Source: an optimization exercise on an open RTL-to-GDS flow (aim: small area and a short achievable clock period). Production flows keep margins and buffers that such runs may drop.
Power is estimated from default activity; no workload was simulated.

==> module stack_alu, before the edit <==
module stack_alu #(
  parameter int DEPTH = 256,
  parameter int WIDTH = 4
) (
  input  logic             clk,
  input  logic             rst_n,
  input  logic [2:0]       opcode,
  input  logic [WIDTH-1:0] input_data,
  output logic [WIDTH-1:0] output_data,
  output logic             empty,
  output logic             full,
  output logic             overflow
);
  localparam logic [2:0] OP_PUSH = 3'b110;
  localparam logic [2:0] OP_POP  = 3'b111;
  localparam int MD = DEPTH - 3;          
  localparam int NL = 18;                 
  localparam int NR = 15;                 
  localparam int NM = NL * NR;            
  localparam int NW = (MD + NL - 1) / NL;   
  localparam int GR = 4;                  
  localparam int NP = (NW + GR - 1) / GR;
  localparam int M0 = NM - 4;             
  logic [NL-1:0]    lo;
  logic [NR-1:0]    hi;
  logic [WIDTH-1:0] mem [MD];
  logic [WIDTH-1:0] t_q, b_q;
  logic [WIDTH-1:0] c_part [NP];
  logic [WIDTH-1:0] c_val;
  logic [WIDTH-1:0] out_q;
  logic             ovf_q;
  logic             empty_q, nfull_q, ge2_q;
  logic             nempty_o, full_o;
  always_comb begin
    c_val = '0;
    for (int p = 0; p < NP; p++) c_val = c_val | c_part[p];
  end
  logic [NL-1:0] lo_n;
  logic [NR-1:0] hi_n;
  assign lo_n = ~lo;
  assign hi_n = ~hi;
  for (genvar i = 0; i < MD; i++) begin : g_wr
    localparam int MW = (i + NM - 1) % NM;
    logic we;
    stack_alu_nor2 u_we (.a(hi_n[MW / NL]), .b(lo_n[MW % NL]), .y(we));
    always_ff @(posedge clk) begin
      if (we) mem[i] <= c_val;
    end
  end
  logic [NW-1:0] row_n [WIDTH];           
  for (genvar w = 0; w < WIDTH; w++) begin : g_bit
    for (genvar h = 0; h < NW; h++) begin : g_row
      localparam int NS = (NL * h + NL > MD) ? MD - NL * h : NL;    
      localparam int NT = (NS + 2) / 3;                             
      logic [3*NT-1:0] s, d;
      logic [NT-1:0]   t_n;
      logic            x, y;
      for (genvar k = 0; k < 3 * NT; k++) begin : g_s
        if (k < NS) begin : g_live
          assign s[k] = lo[k];
          assign d[k] = mem[NL * h + k][w];
        end else begin : g_pad
          assign s[k] = 1'b0;
          assign d[k] = 1'b0;
        end
      end
      for (genvar t = 0; t < NT; t++) begin : g_t
        if (3 * t + 2 < NS) begin : g_full
          stack_alu_ao222n u_t (.s0(s[3*t]), .d0(d[3*t]), .s1(s[3*t+1]), .d1(d[3*t+1]),
                                .s2(s[3*t+2]), .d2(d[3*t+2]), .y(t_n[t]));
        end else begin : g_part
          assign t_n[t] = ~((s[3*t] & d[3*t]) | (s[3*t+1] & d[3*t+1]) |
                            (s[3*t+2] & d[3*t+2]));
        end
      end
      if (NT == 6) begin : g_six
        stack_alu_nand3 u_x (.a(t_n[0]), .b(t_n[1]), .c(t_n[2]), .y(x));
        stack_alu_nand3 u_y (.a(t_n[3]), .b(t_n[4]), .c(t_n[5]), .y(y));
        stack_alu_oa21n u_r (.a(x), .b(y), .c(hi[h]), .y(row_n[w][h]));
      end else begin : g_less
        assign x = 1'b0;
        assign y = 1'b0;
        assign row_n[w][h] = ~(hi[h] & ~&t_n);
      end
    end
  end
  logic [WIDTH-1:0] rd_part [NP];
  always_comb begin
    for (int p = 0; p < NP; p++)
      for (int w = 0; w < WIDTH; w++) begin
        rd_part[p][w] = 1'b0;
        for (int h = GR * p; h < GR * p + GR && h < NW; h++)
          rd_part[p][w] = rd_part[p][w] | ~row_n[w][h];
      end
  end
  logic signed [WIDTH-1:0] a, b;
  logic signed [WIDTH:0]   sum;
  logic                    add_ovf, mul_ovf;
  logic [WIDTH-1:0]        mul_r;
  logic [WIDTH-1:0]        alu_res;
  logic                    alu_ovf;
  assign a   = t_q;
  assign b   = b_q;
  assign sum = {b[WIDTH-1], b} + {a[WIDTH-1], a};
  stack_alu_mul u_mul (.a(a), .b(b), .r(mul_r), .ovf(mul_ovf));
  assign add_ovf = sum[WIDTH] ^ sum[WIDTH-1];
  assign alu_res = opcode[0] ? mul_r : sum[WIDTH-1:0];
  assign alu_ovf = opcode[0] ? mul_ovf : add_ovf;
  logic do_push, do_pop, do_arith, inc, dec;
  assign do_push  = (opcode == OP_PUSH) && nfull_q;
  assign do_pop   = (opcode == OP_POP) && !empty_q;
  assign do_arith = (opcode[2:1] == 2'b10) && ge2_q;
  assign inc = do_push;
  assign dec = do_pop || do_arith;
  logic eq1, eq255, ge3;
  assign eq1   = hi[(M0 + 1) / NL] && lo[(M0 + 1) % NL];
  assign eq255 = hi[(DEPTH - 5) / NL] && lo[(DEPTH - 5) % NL];
  assign ge3   = !(hi[M0 / NL] && (lo[M0 % NL] || lo[(M0 + 1) % NL] || lo[(M0 + 2) % NL]));
  always_ff @(posedge clk or negedge rst_n) begin
    if (!rst_n) begin
      lo       <= NL'(1) << (M0 % NL);
      hi       <= NR'(1) << (M0 / NL);
      out_q    <= '0;
      ovf_q    <= 1'b0;
      empty_q  <= 1'b1;
      nfull_q  <= 1'b1;
      ge2_q    <= 1'b0;
    end else begin
      if (opcode == OP_PUSH || opcode == OP_POP) ovf_q <= 1'b0;
      if (do_pop) out_q <= t_q;
      if (do_arith) begin
        out_q <= alu_res;
        ovf_q <= alu_ovf;
      end
      if (inc) begin
        lo       <= {lo[NL-2:0], lo[NL-1]};
        if (lo[NL-1]) hi <= {hi[NR-2:0], hi[NR-1]};
        empty_q  <= 1'b0;
        nfull_q  <= !eq255;
        ge2_q    <= !empty_q;
      end else if (dec) begin
        lo       <= {lo[0], lo[NL-1:1]};
        if (lo[0]) hi <= {hi[0], hi[NR-1:1]};
        empty_q  <= eq1;
        nfull_q  <= 1'b1;
        ge2_q    <= ge3;
      end
    end
  end
  always_ff @(posedge clk or negedge rst_n) begin
    if (!rst_n) begin
      nempty_o <= 1'b0;
      full_o   <= 1'b0;
    end else begin
      nempty_o <= inc || (dec ? !eq1 : !empty_q);
      full_o   <= inc ? eq255 : (!dec && !nfull_q);
    end
  end
  always_ff @(posedge clk) begin
    if (rst_n) begin
      if (inc) begin
        t_q <= input_data;
        b_q <= t_q;
        c_part[0] <= b_q;
        for (int p = 1; p < NP; p++) c_part[p] <= '0;
      end else if (dec) begin
        t_q <= do_arith ? alu_res : b_q;
        b_q <= c_val;
        for (int p = 0; p < NP; p++) c_part[p] <= rd_part[p];
      end
    end
  end
  assign output_data = out_q;
  assign overflow    = ovf_q;
  assign empty       = !nempty_o;
  assign full        = full_o;
endmodule
clock: 7.5 ns
lec_check: 0
abc_clock_period_in_ps: 2500
cap_margin: 30
core_margin: 2
core_utilization: 40
cts_cluster_diameter: 80
cts_cluster_size: 30
setup_slack_margin: 4.88
slew_margin: 30
synth_hierarchical: 1
synth_minimum_keep_size: 0
run.sh (not shown) runs the stock make flow with config.mk's settings and CLKGATE_MAP_FILE= SYNTH_SCRIPT=/design/flow/synth_recipe.tcl, a recipe that flattens the netlist after the stock synthesis.
Next try:
--- a/flow/design.v
+++ b/flow/design.v
@@ -13,10 +13,10 @@
 );
   localparam logic [2:0] OP_PUSH = 3'b110;
   localparam logic [2:0] OP_POP  = 3'b111;
   localparam int MD = DEPTH - 3;          
-  localparam int NL = 18;                 
-  localparam int NR = 15;                 
+  localparam int NL = 16;                 
+  localparam int NR = 17;                 
   localparam int NM = NL * NR;            
   localparam int NW = (MD + NL - 1) / NL;   
   localparam int GR = 4;                  
   localparam int NP = (NW + GR - 1) / GR;
@@ -72,17 +72,15 @@
           assign t_n[t] = ~((s[3*t] & d[3*t]) | (s[3*t+1] & d[3*t+1]) |
                             (s[3*t+2] & d[3*t+2]));
         end
       end
+      stack_alu_nand3 u_x (.a(t_n[0]), .b(t_n[1]), .c(t_n[2]), .y(x));
       if (NT == 6) begin : g_six
-        stack_alu_nand3 u_x (.a(t_n[0]), .b(t_n[1]), .c(t_n[2]), .y(x));
         stack_alu_nand3 u_y (.a(t_n[3]), .b(t_n[4]), .c(t_n[5]), .y(y));
-        stack_alu_oa21n u_r (.a(x), .b(y), .c(hi[h]), .y(row_n[w][h]));
       end else begin : g_less
-        assign x = 1'b0;
-        assign y = 1'b0;
-        assign row_n[w][h] = ~(hi[h] & ~&t_n);
+        assign y = ~&t_n[NT-1:3];
       end
+      stack_alu_oa21n u_r (.a(x), .b(y), .c(hi[h]), .y(row_n[w][h]));
     end
   end
   logic [WIDTH-1:0] rd_part [NP];
   always_comb begin
Worst setup slack gets worse by 0.021 ns.
Power came out lower by 4.5%.
Worst hold slack gets better by 0.014 ns.
Die area came out higher by 0.35%.
Cell area came out lower by 0.89%.
Sequential share of layout area came out higher by 0.65 points.
Routed wire length barely changes.
Final cell count came out higher by 0.39%.
Via count came out higher by 0.47%.
No run of this note included a check of the RTL's function; only the layout flow was run.

[re-timing with driven ports]
Ports are ideal in the flow. The routed layouts listed here were re-timed in OpenROAD.
Step 1, drivers: a clkbuf_16 drives clk and a buf_2 each remaining input, both assumed.
Step 2 times the ports against the registers' clock, not the clock port: input delays grow and output delays shrink by t, the midpoint of the rising clock arrivals with the driver on.
Three values: ideal, step 1, step 2; two values: the first two.
run	t (ns)	slack for setup (ns)	worst register clock-pin slew, ns	worst slew at a driven data input, ns	cell pins on the clock port's net
the first run	0.690	4.803 / 4.734 / 4.275	0.11 / 0.11	0.04	1
the second run	0.686	4.783 / 4.714 / 4.281	0.11 / 0.11	0.04	1
After both steps setup and hold are still met in every run listed. For the first run, which loses most, drivers alone change the setup slack by -0.069 ns; drivers and shift together by -0.528 ns.
